From an optimization exercise on the open Yosys and OpenROAD flow, aimed at small area, a short achievable clock period and few clock cycles per item; shortcuts taken in it are not production practice.
In this exercise RTL edits were held to simulation tests only and were not proved equivalent to the original.
Power and IR drop assume default switching activity.

--- design.v ---
`timescale 1ns/100ps
package cov_pkg;
    typedef enum logic [1:0] {
        OP_CLEAR  = 2'd0,    
        OP_MEAN   = 2'd1,    
        OP_SAMPLE = 2'd2,    
        OP_RSVD   = 2'd3     
    } cov_op_e;
endpackage
`timescale 1ns/100ps
module cov_add
#(
    parameter int W = 8
) (
    input  logic [W-1:0] a,
    input  logic [W-1:0] b,
    input  logic         cin,
    output logic [W-1:0] s
);
    localparam int L = $clog2(W);
    logic [W-1:0] g [L+1];
    logic [W-1:0] p [L+1];
    always_comb begin
        g[0] = a & b;
        p[0] = a ^ b;
        g[0][0] = (a[0] & b[0]) | (p[0][0] & cin);
        for (int l = 0; l < L; l++) begin
            for (int i = 0; i < W; i++) begin
                if (((i >> l) & 1) == 1) begin
                    g[l+1][i] = g[l][i] | (p[l][i] & g[l][((i >> l) << l) - 1]);
                    p[l+1][i] = p[l][i] & p[l][((i >> l) << l) - 1];
                end else begin
                    g[l+1][i] = g[l][i];
                    p[l+1][i] = p[l][i];
                end
            end
        end
        s = p[0] ^ {g[L][W-2:0], cin};
    end
endmodule
module cov_decode
(
    input  logic                  clk,
    input  logic                  arst_n,
    input  logic [33:0]           in_cmd,
    input  logic                  accept,
    output logic                  bad_cmd,
    output logic                  s_valid,    
    output logic                  s_start,    
    output logic                  s_last,     
    output logic signed [16:0]    s_dx,       
    output logic [7:0]            s_neg,      
    output logic [7:0]            s_one,
    output logic [7:0]            s_two,
    output logic                  last_take   
);
    logic [1:0]         op;
    logic [15:0]        x, y;
    logic [15:0]        mean_x;
    logic [2:0]         cnt;        
    logic               take;
    logic [16:0]        dx;
    logic [16:0]        yb;         
    assign op   = in_cmd[33:32];
    assign x    = in_cmd[31:16];
    assign y    = in_cmd[15:0];
    assign take = accept & (op == cov_pkg::OP_SAMPLE);
    assign last_take = take & (cnt == 3'd7);
    assign yb   = {y, 1'b0};
    cov_add #(.W(17)) i_sub (
        .a   ({x[15], x}),
        .b   (~{mean_x[15], mean_x}),
        .cin (1'b1),
        .s   (dx)
    );
    always_ff @(posedge clk or negedge arst_n) begin
        if (!arst_n) begin
            mean_x  <= '0;
            cnt     <= '0;
            bad_cmd <= 1'b0;
            s_valid <= 1'b0;
            s_start <= 1'b0;
        end else begin
            bad_cmd <= accept & (op == cov_pkg::OP_RSVD);
            s_valid <= take;
            s_start <= take & (cnt == 3'd0);
            if (accept & (op == cov_pkg::OP_MEAN)) mean_x <= x;
            if (accept & (op == cov_pkg::OP_CLEAR)) cnt <= '0;
            else if (take) cnt <= cnt + 3'd1;      
        end
    end
    always_ff @(posedge clk) begin
        s_last  <= (cnt == 3'd7);
        s_dx    <= dx;
        for (int j = 0; j < 8; j++) begin
            s_neg[j] <= take & yb[2*j+2];
            s_one[j] <= take & (yb[2*j+1] ^ yb[2*j]);
            s_two[j] <= take & ((yb[2*j+2] & ~yb[2*j+1] & ~yb[2*j]) | (~yb[2*j+2] & yb[2*j+1] & yb[2*j]));
        end
    end
endmodule
`timescale 1ns/100ps
module cov_execute
(
    input  logic                  clk,
    input  logic                  arst_n,
    input  logic                  s_valid,
    input  logic                  s_start,
    input  logic                  s_last,
    input  logic signed [16:0]    s_dx,
    input  logic [7:0]            s_neg,
    input  logic [7:0]            s_one,
    input  logic [7:0]            s_two,
    output logic [34:0]           acc_s,     
    output logic [34:0]           acc_c,
    output logic                  done       
);
    localparam logic [34:0] K8 = 35'h2aab00000;
    logic [34:0] base_s, base_c, rs, rc;
    assign base_s = s_start ? K8 : acc_s;
    assign base_c = s_start ? 35'd0 : acc_c;
    cov_mac i_mac (
        .b_neg (s_neg),
        .b_one (s_one),
        .b_two (s_two),
        .dx    (s_dx),
        .v     (s_valid),
        .a0    (base_s),
        .a1    (base_c),
        .rs    (rs),
        .rc    (rc)
    );
    always_ff @(posedge clk) begin
        acc_s <= rs;
        acc_c <= rc;
    end
    always_ff @(posedge clk or negedge arst_n) begin
        if (!arst_n) done <= 1'b0;
        else         done <= s_valid & s_last;
    end
endmodule
`timescale 1ns/100ps
module cov_mac (
    input  logic [7:0] b_neg, b_one, b_two,
    input  logic [16:0] dx,
    input  logic v,
    input  logic [34:0] a0,
    input  logic [34:0] a1,
    output logic [34:0] rs,
    output logic [34:0] rc
);
    wire pp1 = (b_one[0] & dx[0]) ^ b_neg[0];
    wire pp2 = ((b_one[0] & dx[1]) | (b_two[0] & dx[0])) ^ b_neg[0];
    wire pp3 = ((b_one[0] & dx[2]) | (b_two[0] & dx[1])) ^ b_neg[0];
    wire pp4 = ((b_one[0] & dx[3]) | (b_two[0] & dx[2])) ^ b_neg[0];
    wire pp5 = ((b_one[0] & dx[4]) | (b_two[0] & dx[3])) ^ b_neg[0];
    wire pp6 = ((b_one[0] & dx[5]) | (b_two[0] & dx[4])) ^ b_neg[0];
    wire pp7 = ((b_one[0] & dx[6]) | (b_two[0] & dx[5])) ^ b_neg[0];
    wire pp8 = ((b_one[0] & dx[7]) | (b_two[0] & dx[6])) ^ b_neg[0];
    wire pp9 = ((b_one[0] & dx[8]) | (b_two[0] & dx[7])) ^ b_neg[0];
    wire pp10 = ((b_one[0] & dx[9]) | (b_two[0] & dx[8])) ^ b_neg[0];
    wire pp11 = ((b_one[0] & dx[10]) | (b_two[0] & dx[9])) ^ b_neg[0];
    wire pp12 = ((b_one[0] & dx[11]) | (b_two[0] & dx[10])) ^ b_neg[0];
    wire pp13 = ((b_one[0] & dx[12]) | (b_two[0] & dx[11])) ^ b_neg[0];
    wire pp14 = ((b_one[0] & dx[13]) | (b_two[0] & dx[12])) ^ b_neg[0];
    wire pp15 = ((b_one[0] & dx[14]) | (b_two[0] & dx[13])) ^ b_neg[0];
    wire pp16 = ((b_one[0] & dx[15]) | (b_two[0] & dx[14])) ^ b_neg[0];
    wire pp17 = ((b_one[0] & dx[16]) | (b_two[0] & dx[15])) ^ b_neg[0];
    wire pp18 = ((b_one[0] & dx[16]) | (b_two[0] & dx[16])) ^ b_neg[0];
    wire ps19 = ~pp18 & v;
    wire pp20 = (b_one[1] & dx[0]) ^ b_neg[1];
    wire pp21 = ((b_one[1] & dx[1]) | (b_two[1] & dx[0])) ^ b_neg[1];
    wire pp22 = ((b_one[1] & dx[2]) | (b_two[1] & dx[1])) ^ b_neg[1];
    wire pp23 = ((b_one[1] & dx[3]) | (b_two[1] & dx[2])) ^ b_neg[1];
    wire pp24 = ((b_one[1] & dx[4]) | (b_two[1] & dx[3])) ^ b_neg[1];
    wire pp25 = ((b_one[1] & dx[5]) | (b_two[1] & dx[4])) ^ b_neg[1];
    wire pp26 = ((b_one[1] & dx[6]) | (b_two[1] & dx[5])) ^ b_neg[1];
    wire pp27 = ((b_one[1] & dx[7]) | (b_two[1] & dx[6])) ^ b_neg[1];
    wire pp28 = ((b_one[1] & dx[8]) | (b_two[1] & dx[7])) ^ b_neg[1];
    wire pp29 = ((b_one[1] & dx[9]) | (b_two[1] & dx[8])) ^ b_neg[1];
    wire pp30 = ((b_one[1] & dx[10]) | (b_two[1] & dx[9])) ^ b_neg[1];
    wire pp31 = ((b_one[1] & dx[11]) | (b_two[1] & dx[10])) ^ b_neg[1];
    wire pp32 = ((b_one[1] & dx[12]) | (b_two[1] & dx[11])) ^ b_neg[1];
    wire pp33 = ((b_one[1] & dx[13]) | (b_two[1] & dx[12])) ^ b_neg[1];
    wire pp34 = ((b_one[1] & dx[14]) | (b_two[1] & dx[13])) ^ b_neg[1];
    wire pp35 = ((b_one[1] & dx[15]) | (b_two[1] & dx[14])) ^ b_neg[1];
    wire pp36 = ((b_one[1] & dx[16]) | (b_two[1] & dx[15])) ^ b_neg[1];
    wire pp37 = ((b_one[1] & dx[16]) | (b_two[1] & dx[16])) ^ b_neg[1];
    wire ps38 = ~pp37 & v;
    wire pp39 = (b_one[2] & dx[0]) ^ b_neg[2];
    wire pp40 = ((b_one[2] & dx[1]) | (b_two[2] & dx[0])) ^ b_neg[2];
    wire pp41 = ((b_one[2] & dx[2]) | (b_two[2] & dx[1])) ^ b_neg[2];
    wire pp42 = ((b_one[2] & dx[3]) | (b_two[2] & dx[2])) ^ b_neg[2];
    wire pp43 = ((b_one[2] & dx[4]) | (b_two[2] & dx[3])) ^ b_neg[2];
    wire pp44 = ((b_one[2] & dx[5]) | (b_two[2] & dx[4])) ^ b_neg[2];
    wire pp45 = ((b_one[2] & dx[6]) | (b_two[2] & dx[5])) ^ b_neg[2];
    wire pp46 = ((b_one[2] & dx[7]) | (b_two[2] & dx[6])) ^ b_neg[2];
    wire pp47 = ((b_one[2] & dx[8]) | (b_two[2] & dx[7])) ^ b_neg[2];
    wire pp48 = ((b_one[2] & dx[9]) | (b_two[2] & dx[8])) ^ b_neg[2];
    wire pp49 = ((b_one[2] & dx[10]) | (b_two[2] & dx[9])) ^ b_neg[2];
    wire pp50 = ((b_one[2] & dx[11]) | (b_two[2] & dx[10])) ^ b_neg[2];
    wire pp51 = ((b_one[2] & dx[12]) | (b_two[2] & dx[11])) ^ b_neg[2];
    wire pp52 = ((b_one[2] & dx[13]) | (b_two[2] & dx[12])) ^ b_neg[2];
    wire pp53 = ((b_one[2] & dx[14]) | (b_two[2] & dx[13])) ^ b_neg[2];
    wire pp54 = ((b_one[2] & dx[15]) | (b_two[2] & dx[14])) ^ b_neg[2];
    wire pp55 = ((b_one[2] & dx[16]) | (b_two[2] & dx[15])) ^ b_neg[2];
    wire pp56 = ((b_one[2] & dx[16]) | (b_two[2] & dx[16])) ^ b_neg[2];
    wire ps57 = ~pp56 & v;
    wire pp58 = (b_one[3] & dx[0]) ^ b_neg[3];
    wire pp59 = ((b_one[3] & dx[1]) | (b_two[3] & dx[0])) ^ b_neg[3];
    wire pp60 = ((b_one[3] & dx[2]) | (b_two[3] & dx[1])) ^ b_neg[3];
    wire pp61 = ((b_one[3] & dx[3]) | (b_two[3] & dx[2])) ^ b_neg[3];
    wire pp62 = ((b_one[3] & dx[4]) | (b_two[3] & dx[3])) ^ b_neg[3];
    wire pp63 = ((b_one[3] & dx[5]) | (b_two[3] & dx[4])) ^ b_neg[3];
    wire pp64 = ((b_one[3] & dx[6]) | (b_two[3] & dx[5])) ^ b_neg[3];
    wire pp65 = ((b_one[3] & dx[7]) | (b_two[3] & dx[6])) ^ b_neg[3];
    wire pp66 = ((b_one[3] & dx[8]) | (b_two[3] & dx[7])) ^ b_neg[3];
    wire pp67 = ((b_one[3] & dx[9]) | (b_two[3] & dx[8])) ^ b_neg[3];
    wire pp68 = ((b_one[3] & dx[10]) | (b_two[3] & dx[9])) ^ b_neg[3];
    wire pp69 = ((b_one[3] & dx[11]) | (b_two[3] & dx[10])) ^ b_neg[3];
    wire pp70 = ((b_one[3] & dx[12]) | (b_two[3] & dx[11])) ^ b_neg[3];
    wire pp71 = ((b_one[3] & dx[13]) | (b_two[3] & dx[12])) ^ b_neg[3];
    wire pp72 = ((b_one[3] & dx[14]) | (b_two[3] & dx[13])) ^ b_neg[3];
    wire pp73 = ((b_one[3] & dx[15]) | (b_two[3] & dx[14])) ^ b_neg[3];
    wire pp74 = ((b_one[3] & dx[16]) | (b_two[3] & dx[15])) ^ b_neg[3];
    wire pp75 = ((b_one[3] & dx[16]) | (b_two[3] & dx[16])) ^ b_neg[3];
    wire ps76 = ~pp75 & v;
    wire pp77 = (b_one[4] & dx[0]) ^ b_neg[4];
    wire pp78 = ((b_one[4] & dx[1]) | (b_two[4] & dx[0])) ^ b_neg[4];
    wire pp79 = ((b_one[4] & dx[2]) | (b_two[4] & dx[1])) ^ b_neg[4];
    wire pp80 = ((b_one[4] & dx[3]) | (b_two[4] & dx[2])) ^ b_neg[4];
    wire pp81 = ((b_one[4] & dx[4]) | (b_two[4] & dx[3])) ^ b_neg[4];
    wire pp82 = ((b_one[4] & dx[5]) | (b_two[4] & dx[4])) ^ b_neg[4];
    wire pp83 = ((b_one[4] & dx[6]) | (b_two[4] & dx[5])) ^ b_neg[4];
    wire pp84 = ((b_one[4] & dx[7]) | (b_two[4] & dx[6])) ^ b_neg[4];
    wire pp85 = ((b_one[4] & dx[8]) | (b_two[4] & dx[7])) ^ b_neg[4];
    wire pp86 = ((b_one[4] & dx[9]) | (b_two[4] & dx[8])) ^ b_neg[4];
    wire pp87 = ((b_one[4] & dx[10]) | (b_two[4] & dx[9])) ^ b_neg[4];
    wire pp88 = ((b_one[4] & dx[11]) | (b_two[4] & dx[10])) ^ b_neg[4];
    wire pp89 = ((b_one[4] & dx[12]) | (b_two[4] & dx[11])) ^ b_neg[4];
    wire pp90 = ((b_one[4] & dx[13]) | (b_two[4] & dx[12])) ^ b_neg[4];
    wire pp91 = ((b_one[4] & dx[14]) | (b_two[4] & dx[13])) ^ b_neg[4];
    wire pp92 = ((b_one[4] & dx[15]) | (b_two[4] & dx[14])) ^ b_neg[4];
    wire pp93 = ((b_one[4] & dx[16]) | (b_two[4] & dx[15])) ^ b_neg[4];
    wire pp94 = ((b_one[4] & dx[16]) | (b_two[4] & dx[16])) ^ b_neg[4];
    wire ps95 = ~pp94 & v;
    wire pp96 = (b_one[5] & dx[0]) ^ b_neg[5];
    wire pp97 = ((b_one[5] & dx[1]) | (b_two[5] & dx[0])) ^ b_neg[5];
    wire pp98 = ((b_one[5] & dx[2]) | (b_two[5] & dx[1])) ^ b_neg[5];
    wire pp99 = ((b_one[5] & dx[3]) | (b_two[5] & dx[2])) ^ b_neg[5];
    wire pp100 = ((b_one[5] & dx[4]) | (b_two[5] & dx[3])) ^ b_neg[5];
    wire pp101 = ((b_one[5] & dx[5]) | (b_two[5] & dx[4])) ^ b_neg[5];
    wire pp102 = ((b_one[5] & dx[6]) | (b_two[5] & dx[5])) ^ b_neg[5];
    wire pp103 = ((b_one[5] & dx[7]) | (b_two[5] & dx[6])) ^ b_neg[5];
    wire pp104 = ((b_one[5] & dx[8]) | (b_two[5] & dx[7])) ^ b_neg[5];
    wire pp105 = ((b_one[5] & dx[9]) | (b_two[5] & dx[8])) ^ b_neg[5];
    wire pp106 = ((b_one[5] & dx[10]) | (b_two[5] & dx[9])) ^ b_neg[5];
    wire pp107 = ((b_one[5] & dx[11]) | (b_two[5] & dx[10])) ^ b_neg[5];
    wire pp108 = ((b_one[5] & dx[12]) | (b_two[5] & dx[11])) ^ b_neg[5];
    wire pp109 = ((b_one[5] & dx[13]) | (b_two[5] & dx[12])) ^ b_neg[5];
    wire pp110 = ((b_one[5] & dx[14]) | (b_two[5] & dx[13])) ^ b_neg[5];
    wire pp111 = ((b_one[5] & dx[15]) | (b_two[5] & dx[14])) ^ b_neg[5];
    wire pp112 = ((b_one[5] & dx[16]) | (b_two[5] & dx[15])) ^ b_neg[5];
    wire pp113 = ((b_one[5] & dx[16]) | (b_two[5] & dx[16])) ^ b_neg[5];
    wire ps114 = ~pp113 & v;
    wire pp115 = (b_one[6] & dx[0]) ^ b_neg[6];
    wire pp116 = ((b_one[6] & dx[1]) | (b_two[6] & dx[0])) ^ b_neg[6];
    wire pp117 = ((b_one[6] & dx[2]) | (b_two[6] & dx[1])) ^ b_neg[6];
    wire pp118 = ((b_one[6] & dx[3]) | (b_two[6] & dx[2])) ^ b_neg[6];
    wire pp119 = ((b_one[6] & dx[4]) | (b_two[6] & dx[3])) ^ b_neg[6];
    wire pp120 = ((b_one[6] & dx[5]) | (b_two[6] & dx[4])) ^ b_neg[6];
    wire pp121 = ((b_one[6] & dx[6]) | (b_two[6] & dx[5])) ^ b_neg[6];
    wire pp122 = ((b_one[6] & dx[7]) | (b_two[6] & dx[6])) ^ b_neg[6];
    wire pp123 = ((b_one[6] & dx[8]) | (b_two[6] & dx[7])) ^ b_neg[6];
    wire pp124 = ((b_one[6] & dx[9]) | (b_two[6] & dx[8])) ^ b_neg[6];
    wire pp125 = ((b_one[6] & dx[10]) | (b_two[6] & dx[9])) ^ b_neg[6];
    wire pp126 = ((b_one[6] & dx[11]) | (b_two[6] & dx[10])) ^ b_neg[6];
    wire pp127 = ((b_one[6] & dx[12]) | (b_two[6] & dx[11])) ^ b_neg[6];
    wire pp128 = ((b_one[6] & dx[13]) | (b_two[6] & dx[12])) ^ b_neg[6];
    wire pp129 = ((b_one[6] & dx[14]) | (b_two[6] & dx[13])) ^ b_neg[6];
    wire pp130 = ((b_one[6] & dx[15]) | (b_two[6] & dx[14])) ^ b_neg[6];
    wire pp131 = ((b_one[6] & dx[16]) | (b_two[6] & dx[15])) ^ b_neg[6];
    wire pp132 = ((b_one[6] & dx[16]) | (b_two[6] & dx[16])) ^ b_neg[6];
    wire ps133 = ~pp132 & v;
    wire pp134 = (b_one[7] & dx[0]) ^ b_neg[7];
    wire pp135 = ((b_one[7] & dx[1]) | (b_two[7] & dx[0])) ^ b_neg[7];
    wire pp136 = ((b_one[7] & dx[2]) | (b_two[7] & dx[1])) ^ b_neg[7];
    wire pp137 = ((b_one[7] & dx[3]) | (b_two[7] & dx[2])) ^ b_neg[7];
    wire pp138 = ((b_one[7] & dx[4]) | (b_two[7] & dx[3])) ^ b_neg[7];
    wire pp139 = ((b_one[7] & dx[5]) | (b_two[7] & dx[4])) ^ b_neg[7];
    wire pp140 = ((b_one[7] & dx[6]) | (b_two[7] & dx[5])) ^ b_neg[7];
    wire pp141 = ((b_one[7] & dx[7]) | (b_two[7] & dx[6])) ^ b_neg[7];
    wire pp142 = ((b_one[7] & dx[8]) | (b_two[7] & dx[7])) ^ b_neg[7];
    wire pp143 = ((b_one[7] & dx[9]) | (b_two[7] & dx[8])) ^ b_neg[7];
    wire pp144 = ((b_one[7] & dx[10]) | (b_two[7] & dx[9])) ^ b_neg[7];
    wire pp145 = ((b_one[7] & dx[11]) | (b_two[7] & dx[10])) ^ b_neg[7];
    wire pp146 = ((b_one[7] & dx[12]) | (b_two[7] & dx[11])) ^ b_neg[7];
    wire pp147 = ((b_one[7] & dx[13]) | (b_two[7] & dx[12])) ^ b_neg[7];
    wire pp148 = ((b_one[7] & dx[14]) | (b_two[7] & dx[13])) ^ b_neg[7];
    wire pp149 = ((b_one[7] & dx[15]) | (b_two[7] & dx[14])) ^ b_neg[7];
    wire pp150 = ((b_one[7] & dx[16]) | (b_two[7] & dx[15])) ^ b_neg[7];
    wire pp151 = ((b_one[7] & dx[16]) | (b_two[7] & dx[16])) ^ b_neg[7];
    wire ps152 = ~pp151 & v;
    wire s153, c154;
    cov_ha u_s153 (.a(b_neg[6]), .b(a0[12]), .s(s153), .co(c154));
    wire s155, c156;
    cov_ha u_s155 (.a(a0[13]), .b(a1[13]), .s(s155), .co(c156));
    wire s157, c158;
    cov_fa u_s157 (.a(b_neg[7]), .b(a0[14]), .c(a1[14]), .s(s157), .co(c158));
    wire s159, c160;
    cov_ha u_s159 (.a(pp15), .b(pp32), .s(s159), .co(c160));
    wire s161, c162;
    cov_fa u_s161 (.a(a0[15]), .b(a1[15]), .c(pp16), .s(s161), .co(c162));
    wire s163, c164;
    cov_ha u_s163 (.a(pp33), .b(pp50), .s(s163), .co(c164));
    wire s165, c166;
    cov_fa u_s165 (.a(a0[16]), .b(a1[16]), .c(pp17), .s(s165), .co(c166));
    wire s167, c168;
    cov_ha u_s167 (.a(pp34), .b(pp51), .s(s167), .co(c168));
    wire s169, c170;
    cov_fa u_s169 (.a(a0[17]), .b(a1[17]), .c(pp35), .s(s169), .co(c170));
    wire s171, c172;
    cov_ha u_s171 (.a(pp52), .b(pp69), .s(s171), .co(c172));
    wire s173, c174;
    cov_fa u_s173 (.a(a0[18]), .b(a1[18]), .c(pp36), .s(s173), .co(c174));
    wire s175, c176;
    cov_ha u_s175 (.a(a0[19]), .b(a1[19]), .s(s175), .co(c176));
    wire s177, c178;
    cov_ha u_s177 (.a(b_neg[3]), .b(a0[6]), .s(s177), .co(c178));
    wire s179, c180;
    cov_ha u_s179 (.a(a0[7]), .b(a1[7]), .s(s179), .co(c180));
    wire s181, c182;
    cov_fa u_s181 (.a(b_neg[4]), .b(a0[8]), .c(a1[8]), .s(s181), .co(c182));
    wire s183, c184;
    cov_ha u_s183 (.a(pp9), .b(pp26), .s(s183), .co(c184));
    wire s185, c186;
    cov_fa u_s185 (.a(a0[9]), .b(a1[9]), .c(pp10), .s(s185), .co(c186));
    wire s187, c188;
    cov_ha u_s187 (.a(pp27), .b(pp44), .s(s187), .co(c188));
    wire s189, c190;
    cov_fa u_s189 (.a(b_neg[5]), .b(a0[10]), .c(a1[10]), .s(s189), .co(c190));
    wire s191, c192;
    cov_fa u_s191 (.a(pp11), .b(pp28), .c(pp45), .s(s191), .co(c192));
    wire s193, c194;
    cov_ha u_s193 (.a(pp62), .b(pp79), .s(s193), .co(c194));
    wire s195, c196;
    cov_fa u_s195 (.a(a0[11]), .b(a1[11]), .c(pp12), .s(s195), .co(c196));
    wire s197, c198;
    cov_fa u_s197 (.a(pp29), .b(pp46), .c(pp63), .s(s197), .co(c198));
    wire s199, c200;
    cov_ha u_s199 (.a(pp80), .b(pp97), .s(s199), .co(c200));
    wire s201, c202;
    cov_fa u_s201 (.a(a1[12]), .b(pp13), .c(pp30), .s(s201), .co(c202));
    wire s203, c204;
    cov_fa u_s203 (.a(pp47), .b(pp64), .c(pp81), .s(s203), .co(c204));
    wire s205, c206;
    cov_fa u_s205 (.a(pp98), .b(pp115), .c(s153), .s(s205), .co(c206));
    wire s207, c208;
    cov_fa u_s207 (.a(c154), .b(pp14), .c(pp31), .s(s207), .co(c208));
    wire s209, c210;
    cov_fa u_s209 (.a(pp48), .b(pp65), .c(pp82), .s(s209), .co(c210));
    wire s211, c212;
    cov_fa u_s211 (.a(pp99), .b(pp116), .c(s155), .s(s211), .co(c212));
    wire s213, c214;
    cov_fa u_s213 (.a(c156), .b(pp49), .c(pp66), .s(s213), .co(c214));
    wire s215, c216;
    cov_fa u_s215 (.a(pp83), .b(pp100), .c(pp117), .s(s215), .co(c216));
    wire s217, c218;
    cov_fa u_s217 (.a(pp134), .b(s157), .c(s159), .s(s217), .co(c218));
    wire s219, c220;
    cov_fa u_s219 (.a(pp67), .b(pp84), .c(pp101), .s(s219), .co(c220));
    wire s221, c222;
    cov_fa u_s221 (.a(pp118), .b(pp135), .c(c158), .s(s221), .co(c222));
    wire s223, c224;
    cov_fa u_s223 (.a(c160), .b(s163), .c(s161), .s(s223), .co(c224));
    wire s225, c226;
    cov_fa u_s225 (.a(pp68), .b(pp85), .c(pp102), .s(s225), .co(c226));
    wire s227, c228;
    cov_fa u_s227 (.a(pp119), .b(pp136), .c(c164), .s(s227), .co(c228));
    wire s229, c230;
    cov_fa u_s229 (.a(s167), .b(c162), .c(s165), .s(s229), .co(c230));
    wire s231, c232;
    cov_fa u_s231 (.a(pp86), .b(pp103), .c(pp120), .s(s231), .co(c232));
    wire s233, c234;
    cov_fa u_s233 (.a(pp137), .b(ps19), .c(c168), .s(s233), .co(c234));
    wire s235, c236;
    cov_fa u_s235 (.a(s171), .b(c166), .c(s169), .s(s235), .co(c236));
    wire s237, c238;
    cov_fa u_s237 (.a(pp53), .b(pp70), .c(pp87), .s(s237), .co(c238));
    wire s239, c240;
    cov_fa u_s239 (.a(pp104), .b(pp121), .c(pp138), .s(s239), .co(c240));
    wire s241, c242;
    cov_fa u_s241 (.a(c172), .b(c170), .c(s173), .s(s241), .co(c242));
    wire s243, c244;
    cov_fa u_s243 (.a(pp54), .b(pp71), .c(pp88), .s(s243), .co(c244));
    wire s245, c246;
    cov_fa u_s245 (.a(pp105), .b(pp122), .c(pp139), .s(s245), .co(c246));
    wire s247, c248;
    cov_fa u_s247 (.a(s175), .b(ps38), .c(c174), .s(s247), .co(c248));
    wire s249, c250;
    cov_fa u_s249 (.a(a0[20]), .b(a1[20]), .c(c176), .s(s249), .co(c250));
    wire s251, c252;
    cov_fa u_s251 (.a(pp55), .b(pp72), .c(pp89), .s(s251), .co(c252));
    wire s253, c254;
    cov_fa u_s253 (.a(pp106), .b(pp123), .c(pp140), .s(s253), .co(c254));
    wire s255, c256;
    cov_fa u_s255 (.a(a0[21]), .b(a1[21]), .c(pp73), .s(s255), .co(c256));
    wire s257, c258;
    cov_fa u_s257 (.a(pp90), .b(pp107), .c(pp124), .s(s257), .co(c258));
    wire s259, c260;
    cov_ha u_s259 (.a(pp141), .b(ps57), .s(s259), .co(c260));
    wire s261, c262;
    cov_fa u_s261 (.a(a0[22]), .b(a1[22]), .c(pp74), .s(s261), .co(c262));
    wire s263, c264;
    cov_fa u_s263 (.a(pp91), .b(pp108), .c(pp125), .s(s263), .co(c264));
    wire s265, c266;
    cov_fa u_s265 (.a(a0[23]), .b(a1[23]), .c(pp92), .s(s265), .co(c266));
    wire s267, c268;
    cov_ha u_s267 (.a(pp109), .b(pp126), .s(s267), .co(c268));
    wire s269, c270;
    cov_fa u_s269 (.a(a0[24]), .b(a1[24]), .c(pp93), .s(s269), .co(c270));
    wire s271, c272;
    cov_ha u_s271 (.a(a0[25]), .b(a1[25]), .s(s271), .co(c272));
    wire s273, c274;
    cov_ha u_s273 (.a(b_neg[1]), .b(a0[2]), .s(s273), .co(c274));
    wire s275, c276;
    cov_ha u_s275 (.a(a0[3]), .b(a1[3]), .s(s275), .co(c276));
    wire s277, c278;
    cov_fa u_s277 (.a(b_neg[2]), .b(a0[4]), .c(a1[4]), .s(s277), .co(c278));
    wire s279, c280;
    cov_ha u_s279 (.a(pp5), .b(pp22), .s(s279), .co(c280));
    wire s281, c282;
    cov_fa u_s281 (.a(a0[5]), .b(a1[5]), .c(pp6), .s(s281), .co(c282));
    wire s283, c284;
    cov_ha u_s283 (.a(pp23), .b(pp40), .s(s283), .co(c284));
    wire s285, c286;
    cov_fa u_s285 (.a(a1[6]), .b(pp7), .c(pp24), .s(s285), .co(c286));
    wire s287, c288;
    cov_fa u_s287 (.a(pp41), .b(pp58), .c(s177), .s(s287), .co(c288));
    wire s289, c290;
    cov_fa u_s289 (.a(c178), .b(pp8), .c(pp25), .s(s289), .co(c290));
    wire s291, c292;
    cov_fa u_s291 (.a(pp42), .b(pp59), .c(s179), .s(s291), .co(c292));
    wire s293, c294;
    cov_fa u_s293 (.a(c180), .b(pp43), .c(pp60), .s(s293), .co(c294));
    wire s295, c296;
    cov_fa u_s295 (.a(pp77), .b(s181), .c(s183), .s(s295), .co(c296));
    wire s297, c298;
    cov_fa u_s297 (.a(pp61), .b(pp78), .c(c182), .s(s297), .co(c298));
    wire s299, c300;
    cov_fa u_s299 (.a(c184), .b(s187), .c(s185), .s(s299), .co(c300));
    wire s301, c302;
    cov_fa u_s301 (.a(pp96), .b(c188), .c(s189), .s(s301), .co(c302));
    wire s303, c304;
    cov_fa u_s303 (.a(s193), .b(c186), .c(s191), .s(s303), .co(c304));
    wire s305, c306;
    cov_fa u_s305 (.a(c190), .b(c194), .c(s199), .s(s305), .co(c306));
    wire s307, c308;
    cov_fa u_s307 (.a(c192), .b(s195), .c(s197), .s(s307), .co(c308));
    wire s309, c310;
    cov_fa u_s309 (.a(c200), .b(c196), .c(c198), .s(s309), .co(c310));
    wire s311, c312;
    cov_fa u_s311 (.a(s201), .b(s203), .c(s205), .s(s311), .co(c312));
    wire s313, c314;
    cov_fa u_s313 (.a(c202), .b(c204), .c(c206), .s(s313), .co(c314));
    wire s315, c316;
    cov_fa u_s315 (.a(s207), .b(s209), .c(s211), .s(s315), .co(c316));
    wire s317, c318;
    cov_fa u_s317 (.a(c208), .b(c210), .c(c212), .s(s317), .co(c318));
    wire s319, c320;
    cov_fa u_s319 (.a(s213), .b(s215), .c(s217), .s(s319), .co(c320));
    wire s321, c322;
    cov_fa u_s321 (.a(c214), .b(c216), .c(s219), .s(s321), .co(c322));
    wire s323, c324;
    cov_fa u_s323 (.a(s221), .b(c218), .c(s223), .s(s323), .co(c324));
    wire s325, c326;
    cov_fa u_s325 (.a(c220), .b(s225), .c(c222), .s(s325), .co(c326));
    wire s327, c328;
    cov_fa u_s327 (.a(s227), .b(c224), .c(s229), .s(s327), .co(c328));
    wire s329, c330;
    cov_fa u_s329 (.a(c226), .b(s231), .c(c228), .s(s329), .co(c330));
    wire s331, c332;
    cov_fa u_s331 (.a(s233), .b(c230), .c(s235), .s(s331), .co(c332));
    wire s333, c334;
    cov_fa u_s333 (.a(c232), .b(s237), .c(s239), .s(s333), .co(c334));
    wire s335, c336;
    cov_fa u_s335 (.a(c234), .b(c236), .c(s241), .s(s335), .co(c336));
    wire s337, c338;
    cov_fa u_s337 (.a(c238), .b(c240), .c(s243), .s(s337), .co(c338));
    wire s339, c340;
    cov_fa u_s339 (.a(s245), .b(s247), .c(c242), .s(s339), .co(c340));
    wire s341, c342;
    cov_fa u_s341 (.a(c244), .b(c246), .c(s249), .s(s341), .co(c342));
    wire s343, c344;
    cov_fa u_s343 (.a(s251), .b(s253), .c(c248), .s(s343), .co(c344));
    wire s345, c346;
    cov_fa u_s345 (.a(c250), .b(s259), .c(c252), .s(s345), .co(c346));
    wire s347, c348;
    cov_fa u_s347 (.a(c254), .b(s255), .c(s257), .s(s347), .co(c348));
    wire s349, c350;
    cov_fa u_s349 (.a(pp142), .b(c260), .c(c256), .s(s349), .co(c350));
    wire s351, c352;
    cov_fa u_s351 (.a(c258), .b(s261), .c(s263), .s(s351), .co(c352));
    wire s353, c354;
    cov_fa u_s353 (.a(pp143), .b(ps76), .c(s267), .s(s353), .co(c354));
    wire s355, c356;
    cov_fa u_s355 (.a(c262), .b(c264), .c(s265), .s(s355), .co(c356));
    wire s357, c358;
    cov_fa u_s357 (.a(pp110), .b(pp127), .c(pp144), .s(s357), .co(c358));
    wire s359, c360;
    cov_fa u_s359 (.a(c268), .b(c266), .c(s269), .s(s359), .co(c360));
    wire s361, c362;
    cov_fa u_s361 (.a(pp111), .b(pp128), .c(pp145), .s(s361), .co(c362));
    wire s363, c364;
    cov_fa u_s363 (.a(s271), .b(ps95), .c(c270), .s(s363), .co(c364));
    wire s365, c366;
    cov_fa u_s365 (.a(a0[26]), .b(a1[26]), .c(c272), .s(s365), .co(c366));
    wire s367, c368;
    cov_fa u_s367 (.a(pp112), .b(pp129), .c(pp146), .s(s367), .co(c368));
    wire s369, c370;
    cov_fa u_s369 (.a(a0[27]), .b(a1[27]), .c(pp130), .s(s369), .co(c370));
    wire s371, c372;
    cov_ha u_s371 (.a(pp147), .b(ps114), .s(s371), .co(c372));
    wire s373, c374;
    cov_fa u_s373 (.a(a0[28]), .b(a1[28]), .c(pp131), .s(s373), .co(c374));
    wire s375, c376;
    cov_ha u_s375 (.a(a0[29]), .b(a1[29]), .s(s375), .co(c376));
    wire s377, c378;
    cov_ha u_s377 (.a(b_neg[0]), .b(a0[0]), .s(s377), .co(c378));
    wire s379, c380;
    cov_ha u_s379 (.a(a0[1]), .b(a1[1]), .s(s379), .co(c380));
    wire s381, c382;
    cov_fa u_s381 (.a(a1[2]), .b(pp3), .c(pp20), .s(s381), .co(c382));
    wire s383, c384;
    cov_fa u_s383 (.a(c274), .b(pp4), .c(pp21), .s(s383), .co(c384));
    wire s385, c386;
    cov_fa u_s385 (.a(c276), .b(pp39), .c(s277), .s(s385), .co(c386));
    wire s387, c388;
    cov_fa u_s387 (.a(c278), .b(c280), .c(s283), .s(s387), .co(c388));
    wire s389, c390;
    cov_fa u_s389 (.a(c284), .b(c282), .c(s285), .s(s389), .co(c390));
    wire s391, c392;
    cov_fa u_s391 (.a(c286), .b(c288), .c(s289), .s(s391), .co(c392));
    wire s393, c394;
    cov_fa u_s393 (.a(c290), .b(c292), .c(s293), .s(s393), .co(c394));
    wire s395, c396;
    cov_fa u_s395 (.a(c294), .b(s297), .c(c296), .s(s395), .co(c396));
    wire s397, c398;
    cov_fa u_s397 (.a(c298), .b(s301), .c(c300), .s(s397), .co(c398));
    wire s399, c400;
    cov_fa u_s399 (.a(c302), .b(s305), .c(c304), .s(s399), .co(c400));
    wire s401, c402;
    cov_fa u_s401 (.a(c306), .b(s309), .c(c308), .s(s401), .co(c402));
    wire s403, c404;
    cov_fa u_s403 (.a(c310), .b(s313), .c(c312), .s(s403), .co(c404));
    wire s405, c406;
    cov_fa u_s405 (.a(c314), .b(s317), .c(c316), .s(s405), .co(c406));
    wire s407, c408;
    cov_fa u_s407 (.a(c318), .b(s321), .c(c320), .s(s407), .co(c408));
    wire s409, c410;
    cov_fa u_s409 (.a(c322), .b(s325), .c(c324), .s(s409), .co(c410));
    wire s411, c412;
    cov_fa u_s411 (.a(c326), .b(s329), .c(c328), .s(s411), .co(c412));
    wire s413, c414;
    cov_fa u_s413 (.a(c330), .b(s333), .c(c332), .s(s413), .co(c414));
    wire s415, c416;
    cov_fa u_s415 (.a(c334), .b(s337), .c(s339), .s(s415), .co(c416));
    wire s417, c418;
    cov_fa u_s417 (.a(c338), .b(s341), .c(s343), .s(s417), .co(c418));
    wire s419, c420;
    cov_fa u_s419 (.a(c342), .b(s345), .c(s347), .s(s419), .co(c420));
    wire s421, c422;
    cov_fa u_s421 (.a(c346), .b(s349), .c(c348), .s(s421), .co(c422));
    wire s423, c424;
    cov_fa u_s423 (.a(s353), .b(c350), .c(c352), .s(s423), .co(c424));
    wire s425, c426;
    cov_fa u_s425 (.a(s357), .b(c354), .c(c356), .s(s425), .co(c426));
    wire s427, c428;
    cov_fa u_s427 (.a(c358), .b(s361), .c(s363), .s(s427), .co(c428));
    wire s429, c430;
    cov_fa u_s429 (.a(c362), .b(s365), .c(s367), .s(s429), .co(c430));
    wire s431, c432;
    cov_fa u_s431 (.a(c366), .b(s371), .c(c368), .s(s431), .co(c432));
    wire s433, c434;
    cov_fa u_s433 (.a(pp148), .b(c372), .c(c370), .s(s433), .co(c434));
    wire s435, c436;
    cov_fa u_s435 (.a(pp149), .b(s375), .c(ps133), .s(s435), .co(c436));
    wire s437, c438;
    cov_fa u_s437 (.a(a0[30]), .b(a1[30]), .c(c376), .s(s437), .co(c438));
    wire s439, c440;
    cov_ha u_s439 (.a(a0[31]), .b(a1[31]), .s(s439), .co(c440));
    wire s441, c442;
    cov_ha u_s441 (.a(a1[0]), .b(pp1), .s(s441), .co(c442));
    wire s443, c444;
    cov_fa u_s443 (.a(c378), .b(pp2), .c(s379), .s(s443), .co(c444));
    wire s445, c446;
    cov_fa u_s445 (.a(c380), .b(s273), .c(s381), .s(s445), .co(c446));
    wire s447, c448;
    cov_fa u_s447 (.a(s275), .b(c382), .c(s383), .s(s447), .co(c448));
    wire s449, c450;
    cov_fa u_s449 (.a(s279), .b(c384), .c(s385), .s(s449), .co(c450));
    wire s451, c452;
    cov_fa u_s451 (.a(s281), .b(c386), .c(s387), .s(s451), .co(c452));
    wire s453, c454;
    cov_fa u_s453 (.a(s287), .b(c388), .c(s389), .s(s453), .co(c454));
    wire s455, c456;
    cov_fa u_s455 (.a(s291), .b(c390), .c(s391), .s(s455), .co(c456));
    wire s457, c458;
    cov_fa u_s457 (.a(s295), .b(c392), .c(s393), .s(s457), .co(c458));
    wire s459, c460;
    cov_fa u_s459 (.a(c394), .b(s299), .c(s395), .s(s459), .co(c460));
    wire s461, c462;
    cov_fa u_s461 (.a(s303), .b(c396), .c(s397), .s(s461), .co(c462));
    wire s463, c464;
    cov_fa u_s463 (.a(s307), .b(c398), .c(s399), .s(s463), .co(c464));
    wire s465, c466;
    cov_fa u_s465 (.a(s311), .b(c400), .c(s401), .s(s465), .co(c466));
    wire s467, c468;
    cov_fa u_s467 (.a(s315), .b(c402), .c(s403), .s(s467), .co(c468));
    wire s469, c470;
    cov_fa u_s469 (.a(s319), .b(c404), .c(s405), .s(s469), .co(c470));
    wire s471, c472;
    cov_fa u_s471 (.a(c406), .b(s323), .c(s407), .s(s471), .co(c472));
    wire s473, c474;
    cov_fa u_s473 (.a(s327), .b(c408), .c(s409), .s(s473), .co(c474));
    wire s475, c476;
    cov_fa u_s475 (.a(s331), .b(c410), .c(s411), .s(s475), .co(c476));
    wire s477, c478;
    cov_fa u_s477 (.a(s335), .b(c412), .c(s413), .s(s477), .co(c478));
    wire s479, c480;
    cov_fa u_s479 (.a(c336), .b(c414), .c(s415), .s(s479), .co(c480));
    wire s481, c482;
    cov_fa u_s481 (.a(c340), .b(s417), .c(c416), .s(s481), .co(c482));
    wire s483, c484;
    cov_fa u_s483 (.a(c344), .b(s419), .c(c418), .s(s483), .co(c484));
    wire s485, c486;
    cov_fa u_s485 (.a(s351), .b(s421), .c(c420), .s(s485), .co(c486));
    wire s487, c488;
    cov_fa u_s487 (.a(s355), .b(c422), .c(s423), .s(s487), .co(c488));
    wire s489, c490;
    cov_fa u_s489 (.a(s359), .b(c424), .c(s425), .s(s489), .co(c490));
    wire s491, c492;
    cov_fa u_s491 (.a(c360), .b(c426), .c(s427), .s(s491), .co(c492));
    wire s493, c494;
    cov_fa u_s493 (.a(c364), .b(s429), .c(c428), .s(s493), .co(c494));
    wire s495, c496;
    cov_fa u_s495 (.a(s369), .b(s431), .c(c430), .s(s495), .co(c496));
    wire s497, c498;
    cov_fa u_s497 (.a(s373), .b(c432), .c(s433), .s(s497), .co(c498));
    wire s499, c500;
    cov_fa u_s499 (.a(c374), .b(s435), .c(c434), .s(s499), .co(c500));
    wire s501, c502;
    cov_fa u_s501 (.a(pp150), .b(s437), .c(c436), .s(s501), .co(c502));
    wire s503, c504;
    cov_fa u_s503 (.a(s439), .b(ps152), .c(c438), .s(s503), .co(c504));
    wire s505, c506;
    cov_fa u_s505 (.a(a0[32]), .b(a1[32]), .c(c440), .s(s505), .co(c506));
    wire s507, c508;
    cov_ha u_s507 (.a(a0[33]), .b(a1[33]), .s(s507), .co(c508));
    wire s509, c510;
    cov_ha u_s509 (.a(a0[34]), .b(a1[34]), .s(s509), .co(c510));
    assign rs = {s509, s507, s505, s503, s501, s499, s497, s495, s493, s491, s489, s487, s485, s483, s481, s479, s477, s475, s473, s471, s469, s467, s465, s463, s461, s459, s457, s455, s453, s451, s449, s447, s445, s443, s377};
    assign rc = {c508, c506, c504, c502, c500, c498, c496, c494, c492, c490, c488, c486, c484, c482, c480, c478, c476, c474, c472, c470, c468, c466, c464, c462, c460, c458, c456, c454, c452, c450, c448, c446, c444, c442, s441};
endmodule
module cov_fa (input logic a, input logic b, input logic c, output logic s, output logic co);
    assign s  = a ^ b ^ c;
    assign co = (a & b) | (a & c) | (b & c);
endmodule
module cov_ha (input logic a, input logic b, output logic s, output logic co);
    assign s  = a ^ b;
    assign co = a & b;
endmodule
`timescale 1ns/100ps
module cov_result
(
    input  logic                  clk,
    input  logic                  arst_n,
    input  logic [34:0]           acc_s,     
    input  logic [34:0]           acc_c,
    input  logic                  done,      
    input  logic                  fill,      
    output logic [32:0]           cov,
    output logic                  out_valid,
    input  logic                  out_ready,
    output logic                  hold       
);
    localparam int KD    = 3;               
    localparam int STEPS = 12 / KD;
    typedef enum logic [1:0] {
        S_IDLE = 2'd0,
        S_DIV  = 2'd1,
        S_INC  = 2'd2,
        S_OUT  = 2'd3
    } div_state_e;
    function automatic logic [5:0] dstep(input logic [2:0] r, input logic [2:0] d);
        logic [2:0] q, n;
        q[2] = (r[2]) | (r[1] & r[0] & d[2]);
        q[1] = (r[1] & ~r[0]) | (r[1] & ~d[2]) | (r[2] & r[0] & d[1]) | (r[2] & r[0] & d[2]) | (~r[1] & r[0] & d[2] & d[1]);
        q[0] = (~r[2] & r[0] & ~d[2]) | (r[2] & ~r[0] & d[2]) | (r[0] & ~d[2] & ~d[1]) | (r[2] & r[1] & d[1]) | (r[1] & ~r[0] & d[2] & d[1]) | (~r[2] & ~r[1] & r[0] & ~d[1]) | (r[2] & r[1] & d[0]) | (r[2] & ~r[0] & d[1] & d[0]) | (~r[0] & d[2] & d[1] & d[0]) | (r[1] & ~r[0] & d[2] & d[0]);
        n[2] = (~r[2] & ~r[1] & d[2] & ~d[1]) | (~r[2] & r[1] & ~d[2] & d[1]) | (r[2] & ~r[1] & ~d[2] & ~d[1]) | (r[2] & d[2] & d[1] & d[0]) | (r[2] & r[0] & d[2] & d[1]) | (r[2] & ~d[2] & ~d[1] & ~d[0]) | (r[2] & r[1] & d[2] & d[1]) | (r[2] & r[1] & d[2] & d[0]) | (r[1] & r[0] & ~d[2] & d[0]) | (~r[2] & ~r[0] & d[2] & ~d[1] & ~d[0]) | (~r[2] & r[0] & ~d[2] & d[1] & d[0]) | (~r[2] & ~r[1] & ~r[0] & d[2] & ~d[0]) | (r[2] & ~r[1] & ~r[0] & ~d[2] & ~d[0]);
        n[1] = (r[1] & ~r[0] & ~d[1] & ~d[0]) | (~r[1] & ~r[0] & d[1] & ~d[0]) | (~r[1] & r[0] & ~d[1] & d[0]) | (r[1] & d[2] & d[1] & d[0]) | (r[2] & r[0] & d[2] & ~d[1]) | (r[2] & r[1] & d[1] & d[0]) | (r[1] & r[0] & d[2] & d[1]) | (r[1] & ~d[2] & ~d[1] & ~d[0]) | (r[1] & r[0] & d[1] & d[0]) | (~r[2] & ~r[1] & ~r[0] & ~d[2] & d[1]) | (~r[2] & r[1] & ~r[0] & ~d[2] & ~d[1]) | (r[2] & ~r[1] & d[2] & ~d[1] & d[0]) | (~r[2] & ~r[1] & ~d[2] & d[1] & ~d[0]);
        n[0] = (~r[2] & ~r[0] & ~d[2] & d[0]) | (~r[2] & r[0] & ~d[2] & ~d[0]) | (r[2] & ~r[0] & d[2] & ~d[0]) | (r[0] & d[2] & d[1] & d[0]) | (r[2] & r[0] & d[1] & d[0]) | (r[0] & ~d[2] & ~d[1] & ~d[0]) | (r[2] & r[1] & d[1] & ~d[0]) | (r[2] & r[0] & d[2] & d[0]) | (r[1] & r[0] & d[2] & d[0]) | (~r[2] & ~r[1] & r[0] & ~d[1] & ~d[0]) | (~r[2] & ~r[1] & ~r[0] & ~d[1] & d[0]) | (r[1] & ~r[0] & d[2] & d[1] & ~d[0]) | (~r[1] & ~r[0] & ~d[2] & ~d[1] & d[0]);
        dstep = {q, n};
    endfunction
    div_state_e       state, state_next;
    logic [1:0]       step;
    logic [35:0]      w;          
    logic [2:0]       r;          
    logic             neg;        
    logic [3*KD-1:0]  qd;         
    logic [2:0]       rq;         
    logic [34:0]      sum;
    logic [32:0]      w_inc;
    logic             pend;       
    logic             load;
    logic             pend_next;
    logic             up;         
    cov_add #(.W(35)) i_cpa (.a(acc_s), .b(acc_c), .cin(1'b0), .s(sum));
    always_comb begin
        logic [2:0] rr;
        rr = r;
        for (int j = 0; j < KD; j++) begin
            {qd[3*KD-1-3*j -: 3], rr} = dstep(rr, w[35-3*j -: 3]);
        end
        rq = rr;
    end
    always_comb begin
        logic [8:0] ga;       
        logic       pre;      
        logic       in;       
        for (int g = 0; g < 9; g++) ga[g] = &w[4*g +: 4];
        for (int i = 0; i < 33; i++) begin
            pre = 1'b1;
            for (int g = 0; g < i / 4; g++) pre = pre & ga[g];
            in = 1'b1;
            for (int k = 4 * (i / 4); k < i; k++) in = in & w[k];
            w_inc[i] = w[i] ^ (pre & in);
        end
    end
    assign up        = r != 3'd0;       
    assign load      = (pend | done) & (state == S_IDLE);
    assign pend_next = (pend | done) & ~load;
    always_comb begin
        state_next = state;
        unique case (state)
            S_DIV:   if (step == 2'(STEPS - 1)) state_next = neg ? S_INC : S_OUT;
            S_INC:   state_next = S_OUT;
            S_OUT:   if (out_ready) state_next = S_IDLE;
            default: state_next = S_IDLE;
        endcase
        if (load) state_next = S_DIV;
    end
    always_ff @(posedge clk or negedge arst_n) begin
        if (!arst_n) begin
            state     <= S_IDLE;
            step      <= '0;
            pend      <= 1'b0;
            out_valid <= 1'b0;
            hold      <= 1'b0;
        end else begin
            state     <= state_next;
            step      <= (state == S_DIV) ? step + 2'd1 : 2'd0;
            pend      <= pend_next;
            out_valid <= (state_next == S_OUT);
            hold      <= (state_next != S_IDLE) & (pend_next | fill);
        end
    end
    always_ff @(posedge clk) begin
        unique case (state)
            S_IDLE: begin
                w   <= {sum[34], sum};
                r   <= sum[34] ? 3'd6 : 3'd0;
                neg <= sum[34];
            end
            S_DIV: begin
                w   <= {w[35-3*KD:0], qd};
                r   <= rq;
            end
            S_INC:   if (up) w[32:0] <= w_inc;
            default: ;
        endcase
    end
    assign cov = w[32:0];
endmodule
`timescale 1ns/100ps
module cov_top
#(
    parameter int NUM_SAMPLES = 8
) (
    input  logic        clk,
    input  logic        arst_n,
    input  logic [33:0] in_cmd,      
    input  logic        in_valid,
    output logic        in_ready,
    output logic [63:0] out_res,     
    output logic        out_valid,
    input  logic        out_ready,
    output logic        bad_cmd      
);
    logic               accept;
    logic               hold;
    logic               s_valid, s_start, s_last;
    logic signed [16:0] s_dx;
    logic [7:0]         s_neg, s_one, s_two;
    logic               last_take;
    logic [34:0]        acc_s, acc_c;
    logic               done;
    logic [32:0]        cov;
    logic               fill;
    assign in_ready = ~hold;
    assign accept   = in_valid & ~hold;
    assign fill     = last_take | (s_valid & s_last);
    cov_decode i_decode (
        .clk       (clk),
        .arst_n    (arst_n),
        .in_cmd    (in_cmd),
        .accept    (accept),
        .bad_cmd   (bad_cmd),
        .s_valid   (s_valid),
        .s_start   (s_start),
        .s_last    (s_last),
        .s_dx      (s_dx),
        .s_neg     (s_neg),
        .s_one     (s_one),
        .s_two     (s_two),
        .last_take (last_take)
    );
    cov_execute i_execute (
        .clk     (clk),
        .arst_n  (arst_n),
        .s_valid (s_valid),
        .s_start (s_start),
        .s_last  (s_last),
        .s_dx    (s_dx),
        .s_neg   (s_neg),
        .s_one   (s_one),
        .s_two   (s_two),
        .acc_s   (acc_s),
        .acc_c   (acc_c),
        .done    (done)
    );
    cov_result i_result (
        .clk       (clk),
        .arst_n    (arst_n),
        .acc_s     (acc_s),
        .acc_c     (acc_c),
        .done      (done),
        .fill      (fill),
        .cov       (cov),
        .out_valid (out_valid),
        .out_ready (out_ready),
        .hold      (hold)
    );
    assign out_res = {{15{cov[32]}}, cov, 16'(NUM_SAMPLES)};
endmodule
--- flow/run.sh ---
#!/bin/bash
# The standard layout, with plain buffers (sky130_fd_sc_hd__buf_2) on the
# ports instead of the delay cells buffer_ports picks by itself.
set -euo pipefail
export BUFFER_PORTS_ARGS="-buffer_cell sky130_fd_sc_hd__buf_2"
bash standard.sh > standard.log 2>&1
--- standard.sh ---
#!/bin/bash
# synth_recipe.tcl (not shown) runs the flow's synth.tcl, then flattens the netlist and writes it again
# the make line also repeats each setting of config.mk as NAME=value (left out here)
make -C /OpenROAD-flow-scripts/flow DESIGN_CONFIG=/design/flow/config.mk WORK_HOME=/design/flow/orfs CLKGATE_MAP_FILE= SYNTH_SCRIPT=/design/flow/synth_recipe.tcl "${@:-finish}"
--- config.mk ---
export PLATFORM = sky130hd
export DESIGN_NAME = cov_top
export DESIGN_NICKNAME = cov_top
export VERILOG_FILES = /design/flow/design.v
export SDC_FILE = /design/flow/constraint.sdc
export NUM_CORES = 4
export LEC_CHECK = 0
export ABC_AREA = 1
export CAP_MARGIN = 20
export CORE_MARGIN = 2
export CORE_UTILIZATION = 60
export SETUP_SLACK_MARGIN = 4.7
export SLEW_MARGIN = 20
export SYNTH_HIERARCHICAL = 1
--- constraint.sdc ---
create_clock -name core_clock -period 8.0 [get_ports {clk}]
set_input_delay 1.6000 -clock core_clock [delete_from_list [all_inputs] [get_ports {clk}]]
set_output_delay 1.6000 -clock core_clock [all_outputs]
set_load 0.01 [all_outputs]
==> results of run 1 <==
## modules after synthesis (local to each module, per instance), excerpt
module	copies in the design	cells inside	cell area, µm²
cov_result	1	630	4254
cov_mac	1	721	4141
cov_top	1	39	265.3
cov_ha	28	1	12.51
cov_fa	151	1	20.02
cov_decode	1	241	2326
## per-stage QoR
stage          util [%]  hold slack [ns]  power, mW
3_3_place_gp      57.45           0.4049      5.629
2_1_floorplan         -           0.4015      5.507
4_1_cts           59.38           0.4236      6.553
3_5_place_dp      57.45           0.4127      5.711
6_report          59.80           0.4207      6.542
5_1_grt           59.80           0.4389      7.254
## registers in the layout (all words and copies together) (netlist names), 3 cells and up
register and cells:
i_execute.acc_s 35, i_decode.s_dx 17, i_decode.mean_x 16, i_result.r 3
i_execute.acc_c 35, i_decode.s_two 8, i_decode.s_neg 8, i_decode.cnt 3
i_result.w 36, i_decode.s_one 8
## kinds of logic (layout without fill, tap and decap cells)
kind of cell / Yosys count / in the layout / synth area share, %
AOI/OAI and AO/OA: 184 / 184 / 5.484
adders and majority gates: 255 / 255 / 23.34
buffers and inverters: 533 / 418 / 16.28
DFF: 182 / 182 / 22.17
and+or+nand+nor: 1126 / 1126 / 24.69
other: 4 / 18 / 0.07935
xor gates and xnor gates: 172 / 172 / 7.964
## cell type report
class	instances	area [µm²]
Fill cell	2898	12590
Inverter	280	1051
Timing Repair Buffer	106	605.6
Sequential cell	182	4262
Clock inverter	11	87.58
Clock buffer	21	470.5
Tap cell	402	503.0
Multi-Input combinational cell	1755	11750
## per-layer routing
layer	up-vias	GRT usage [%]	part of all wire (%)
met5	-	0	0
met4	0	8.585	2.5
met3	65	4.212	5.5
met2	423	44.29	45
met1	6534	38.93	47
li1	7112	-	-
## power breakdown
| group | internal, mW | leakage, nW | switching, mW |
|---|---|---|---|
| clock | 0.428 | 0.271 | 0.390 |
| combinational | 1.45 | 8.64 | 2.38 |
| sequential | 1.38 | 1.76 | 0.512 |
| total | 3.26 | 10.7 | 3.28 |
## cells in the mapped netlist, drive strengths merged, types with 3 or more instances
| master | instances |
|---|---|
| clkbuf | 18 |
| ha | 92 |
| dfxtp | 112 |
| nand3b | 3 |
| nor2 | 223 |
| nand3 | 89 |
| or2 | 3 |
| nor4 | 4 |
| nand4 | 15 |
| a21oi | 113 |
| edfxtp | 40 |
| a31oi | 5 |
| conb | 4 |
| dfrtp | 30 |
| nor3 | 14 |
| o21bai | 5 |
| nand2 | 774 |
| buf | 235 |
| fa | 163 |
| xor2 | 148 |
| o21ai | 49 |
| xnor2 | 24 |
| inv | 278 |
## worst max-delay path, cell delays in order, from the launching register on
cell      delay (ns)
edfxtp_1        0.41
ha_1            0.19
and3_1          0.23
nand3_2         0.13
nor2_4          0.17
nand3_2         0.15
nor4_4          0.20
nand2_1         0.13
inv_1           0.09
nand4_1         0.15
nor2_2          0.19
nand4_1         0.16
nor4_2          0.23
ha_1            0.29
a21oi_1         0.15
a21oi_1         0.07
## how the worst max path moves through the flow
stage,end,startpoint,slack (ns)
2_1_floorplan,i_decode.s_dx[9]$_DFF_P_,in_cmd[16],4.71
3_3_place_gp,i_execute.acc_s[19]$_DFF_P_,i_decode.s_neg[1]$_DFF_P_,4.41
3_5_place_dp,i_execute.acc_s[19]$_DFF_P_,i_decode.s_neg[1]$_DFF_P_,4.34
4_1_cts,i_execute.acc_s[16]$_DFF_P_,i_decode.s_dx[8]$_DFF_P_,4.71
5_1_grt,i_result.w[28]$_DFFE_PP_,i_result.w[0]$_DFFE_PP_,4.51
6_report,i_result.w[28]$_DFFE_PP_,i_result.w[0]$_DFFE_PP_,4.81
## what timing repair did
action	in CTS	in global routing
resized for setup	26	28
cloned	0	1
setup endpoints to repair	19	25
setup buffers	0	5
hold endpoints to repair	0	0
pin swaps	0	2
==> impl_metrics.ini, run 1 <==
[synth]
ys_ff_latch = 182
synth.cell_area_um2 = 18920
yosys-top-cells-area = fa_1 (17%), nand2_1 (15%), dfxtp_1 (12%)
ys_warn_count = 15
yosysTopAreaCellShare_pct = 17.25
postSynthAreaPerCell_um2 = 7.702
yosysSeqAreaShare_pct = 22.17
synthCells = 2456
synth_edf_count = 40
ys_types = 50
ys.flop_type = dfxtp_1
synth-async-reset-ratio_pct = 16.48
yosysTopAreaCell = fa_1

[placement]
io_buffers = 88
dpl.cell_count = 2719
gp_congestion = 0.8938
place_area_um2 = 17990
post-place-ws_ns = 4.343
dpl.hpwl_um = 34010

[final_layout]
drive_above_1_share_pct = 10.70
design_area_um2 = 18720
nNetsFinal = 2635
mostFrequentLayoutCells = nand2_1 (753), inv_1 (272), nor2_1 (203)
final_cells = 2757
mostFrequentLayoutCell = nand2_1
syn_to_final_growth_pct = -1.012
diodes = 0

[drt]
drc = 0
vias_per_cell = 5.127
wire_per_inst_um = 15.89
vias = 14130
routed_wirelength_um = 43800
ant_nets = 0
drt_iter0_drc = 1036
dr.pass1.iters = 8

[power_and_ir_drop]
leakagePower_nw = 10.67
power.density_nw_per_um2 = 349.4
irDropWorstVdd_v = 0.0001780

[timing]
rsz0062_at_grt = yes
finalSetupViolations = 0
max_freq_mhz = 313.7
setup_tns_ns = 0
skew_ns = 0.01294
worst_pin_slew_ns = 0.7537
setup_ws_ns = 4.812
hold_viol = 0
finalMaxSlewViolations = 0
post-route-period-util_pct = 39.85
relSlewSlack_pct = 49.69
min_period_ns = 3.188

[critical_path]
path_max_fanout = 4
ff2ff_setup_slack_ns = 4.81
worstPathRequired_ns = 8.20
critical_path_arrival_ns = 3.39
critPathLaunchType = register
crit_type = reg -> reg
worst_setup_path_end_kind = register
r2r_start = i_result.w[0]$_DFFE_PP_
r2r_cells = 15
rr_endpoint = i_result.w[28]$_DFFE_PP_

[cts]
cts_tree = done
clock_sinks = 182
clk_pin_slew_ns = 0.07
cts_htree_levels = 4
clockRootBuffer = clkbuf_16
cts_buffers = 17
ctsHoldBuffers = 0
cts_buffer_depth = 2
clock_latency_ns = 0.45

[floorplan]
dieWidth_um = 181.6
rows = 65
pin_count = 105
core_um2 = 31310
dieArea_um2 = 32960
fp.dieH_um = 181.6
start_util_pct = 60.41

[grt]
grt_pass1_wl_um = 72090
grt_antenna_before_repair = 0
grt.total_usage_pct = 27.69
grt_max_degree = 64
gr-total-overflow = 0
grt_pass1_vias = 13770

[job]
cap_viol_max_count = 0

[worst_hold_path]
holdPathStages = 2
hp-start = i_decode.s_last$_DFF_P_
hold_path_class = reg -> reg
holdPathEnd = i_execute.done$_DFF_PN0_

[outcome]
status = complete, no violations
Testbench counts, summed over its fixed seeds: cycles 2,768, results 320.
==> run 2: changes to the inputs <==
--- a/config.mk
+++ b/config.mk
@@ -10,5 +10,5 @@
 export CORE_MARGIN = 2
 export CORE_UTILIZATION = 60
-export SETUP_SLACK_MARGIN = 4.7
+export SETUP_SLACK_MARGIN = 4.8
 export SLEW_MARGIN = 20
 export SYNTH_HIERARCHICAL = 1
==> impl_metrics.ini, run 2 <==
[drt]
drt_iter0_drc = 949
wire_per_inst_um = 16.08
drc = 0
dr.pass1.iters = 7
routed_wirelength_um = 44690
ant_nets = 0
vias = 14400
vias_per_cell = 5.180

[timing]
whs_ns = 0.4311
min_period_ns = 3.153
relSlewSlack_pct = 34.46
setup_tns_ns = 0
rsz0062_at_grt = yes
finalSetupViolations = 0
post-route-period-util_pct = 39.41
finalMaxSlewViolations = 0
worst_pin_slew_ns = 0.9820
skew_ns = 0.009581
max_freq_mhz = 317.2
setup_ws_ns = 4.847
hold_viol = 0

[critical_path]
worstPathRequired_ns = 8.34
critPathLaunchType = register
critPathSlowestCell = dfxtp_2
cp_cell_sequence = nand2_1 > nand2_1 > xor2_1 > fa_1 > fa_1 > fa_1 > fa_1
critPathMaxStageDelay_ns = 0.56
worst_setup_path_end_kind = register
path_common_cell = fa_1
critical_path_arrival_ns = 3.49
worst-path-buf-inv = 0
cp_top_family = adder cells
crit_type = reg -> reg
path_max_fanout = 17

[floorplan]
dieArea_um2 = 32960
dieWidth_um = 181.6
rows = 65
start_util_pct = 60.41
fp.dieH_um = 181.6
pin_count = 105
core_um2 = 31310

[synth]
yosysTopAreaCellShare_pct = 17.25
synth.cell_area_um2 = 18920
synthCells = 2456
postSynthAreaPerCell_um2 = 7.702
yosysSeqAreaShare_pct = 22.17
synth_edf_count = 40
ys_types = 50
ys_ff_latch = 182
synth_most_common_cell = nand2_1
ys_warn_count = 15
yosys-top-cells-area = fa_1 (17%), nand2_1 (15%), dfxtp_1 (12%)
synth-async-reset-ratio_pct = 16.48
yosysTopAreaCell = fa_1
synthTopCellsByCount = nand2_1 (754), inv_1 (272), nor2_1 (204)
ys.flop_type = dfxtp_1

[cts]
clk_pin_slew_ns = 0.07
clockRootBuffer = clkbuf_16
cts_buffers = 17
cts_htree_levels = 4
clock_sinks = 182
cts_buffer_depth = 2
cts_tree = done
ctsHoldBuffers = 0
clock_latency_ns = 0.45

[power_and_ir_drop]
leakagePower_nw = 10.77
report.power.total_mw = 6.662
power.density_nw_per_um2 = 350.1
irDropWorstVdd_v = 0.0001821

[final_layout]
mostFrequentLayoutCells = nand2_1 (752), inv_1 (267), nor2_1 (200)
final_cells = 2779
drive_above_1_share_pct = 12.24
design_area_um2 = 19030
syn_to_final_growth_pct = 0.5887
diodes = 0
seq_area_um2 = 4298
nNetsFinal = 2657
n_fill_cell = 2895
top_register = i_result.w
largest_register_ff_count = 36
multi_input_area_um2 = 11810
largestRegisters = i_result.w x36, i_execute.acc_c x35, i_execute.acc_s x35
mostFrequentLayoutCell = nand2_1
utilization_pct = 60.77

[grt]
grt_pass1_wl_um = 72870
grt_max_degree = 64
gr-total-overflow = 0
grt_pass1_vias = 14000
grt.total_usage_pct = 28.01
grt_antenna_before_repair = 0

[placement]
dpl.hpwl_um = 33910
gp_congestion = 0.9403
dpl.cell_count = 2717
post-place-ws_ns = 4.333
place_area_um2 = 18000
io_buffers = 88

[job]
cap_viol_max_count = 0

[worst_hold_path]
hold_path_class = reg -> reg

[outcome]
status = complete, no violations
[run 2: cell counts after synthesis]
Identical to the previous run, type by type.
[run 2: cells by family (layout without fill, tap and decap cells)]
group           count (synthesis)  after routing  synth area share (%)
other cells                     4             18               0.07935
simple gates                 1126           1126                 24.69
fa+ha+maj                     255            255                 23.34
buf+inv                       533            440                 16.28
xor+xnor                      172            172                 7.964
compound gates                184            184                 5.484
flops                         182            182                 22.17
[run 2: area by class of cell]
cell class / count / share of cell area, %
clock inverter: 13 / 0.6510
clock buffer: 19 / 2.275
inverter: 280 / 5.596
multi-input combinational: 1755 / 62.08
timing repair buffer: 128 / 4.163
tap: 402 / 2.644
sequential: 182 / 22.59
[run 2: what timing repair did]
| item | 4_1_cts | 5_1_grt |
|---|---|---|
| gates resized for setup | 47 | 36 |
| pin swaps | 0 | 6 |
| gates cloned | 0 | 2 |
| setup buffers | 2 | 26 |
| endpoints found under the setup margin | 36 | 26 |
[run 2: layer usage]
| metal | routed length [µm] | GRT usage [%] | vias to the layer above |
|---|---|---|---|
| li1 | - | - | 7157 |
| met1 | 20660 | 39.62 | 6694 |
| met2 | 20240 | 44.54 | 485 |
| met3 | 2802 | 4.112 | 60 |
| met4 | 986 | 8.878 | 0 |
| met5 | 0 | 0 | - |
[run 2: Yosys stat by module (local to each module, per instance), a selection]
module	flip-flops and latches	area [µm²]	cells	times used
cov_ha	0	12.51	1	28
cov_mac	0	4141	721	1
cov_top	0	265.3	39	1
cov_decode	64	2326	241	1
cov_result	47	4254	630	1
cov_fa	0	20.02	1	151
cov_execute	71	2042	221	1
[run 2: tightest hold or removal path, cell delays in order, from the launching register on]
cell and delay [ns]:
dfxtp_1 0.31, nand2_1 0.05, inv_1 0.03
[run 2: report_power, final]
part / internal (mW) / switching [mW]
Clock: 0.432 / 0.393
Sequential: 1.38 / 0.510
Combinational: 1.52 / 2.42
Total: 3.34 / 3.32
[run 2: final timing paths]
kind	from	endpoint	slack [ns]	cells past startpoint
max in group asynchronous	arst_n	i_decode.s_start$_DFF_PN0_	6.30	1
min in group asynchronous	arst_n	i_decode.s_valid$_DFF_PN0_	1.20	1
setup reg to reg	i_decode.s_two[5]$_DFF_P_	i_execute.acc_s[16]$_DFF_P_	4.85	7
hold reg to reg	i_decode.s_last$_DFF_P_	i_execute.done$_DFF_PN0_	0.43	2
hold / removal	i_decode.s_last$_DFF_P_	i_execute.done$_DFF_PN0_	0.43	2
setup / recovery	i_decode.s_two[5]$_DFF_P_	i_execute.acc_s[16]$_DFF_P_	4.85	7

## separate check: timing with driven ports
No port has a modelled driver above. Below, the same layouts with a new extraction and two added sets of constraints.
Step 1: set_driving_cell puts a clkbuf_16 on clk and a buf_2 on each other input, an assumption about the parent block.
Step 2 times the ports against the registers' clock, not the clock port: input delays grow and output delays shrink by t, the midpoint of the rising clock arrivals with the driver on.
a / b / c = ideal ports / drivers / drivers and shift; a / b = the first two.
run	t (ns)	setup WS [ns]	slew at the worst register clock pin (ns)	cell pins on the clock port's net
run 1	0.498	4.812 / 4.812 / 4.467	0.08 / 0.08	1
run 2	0.502	4.847 / 4.847 / 4.526	0.07 / 0.07	1
After both steps every run listed still meets setup and hold. For run 1, which loses most, drivers alone change the setup slack by 0.000 ns; drivers and shift together by -0.345 ns.
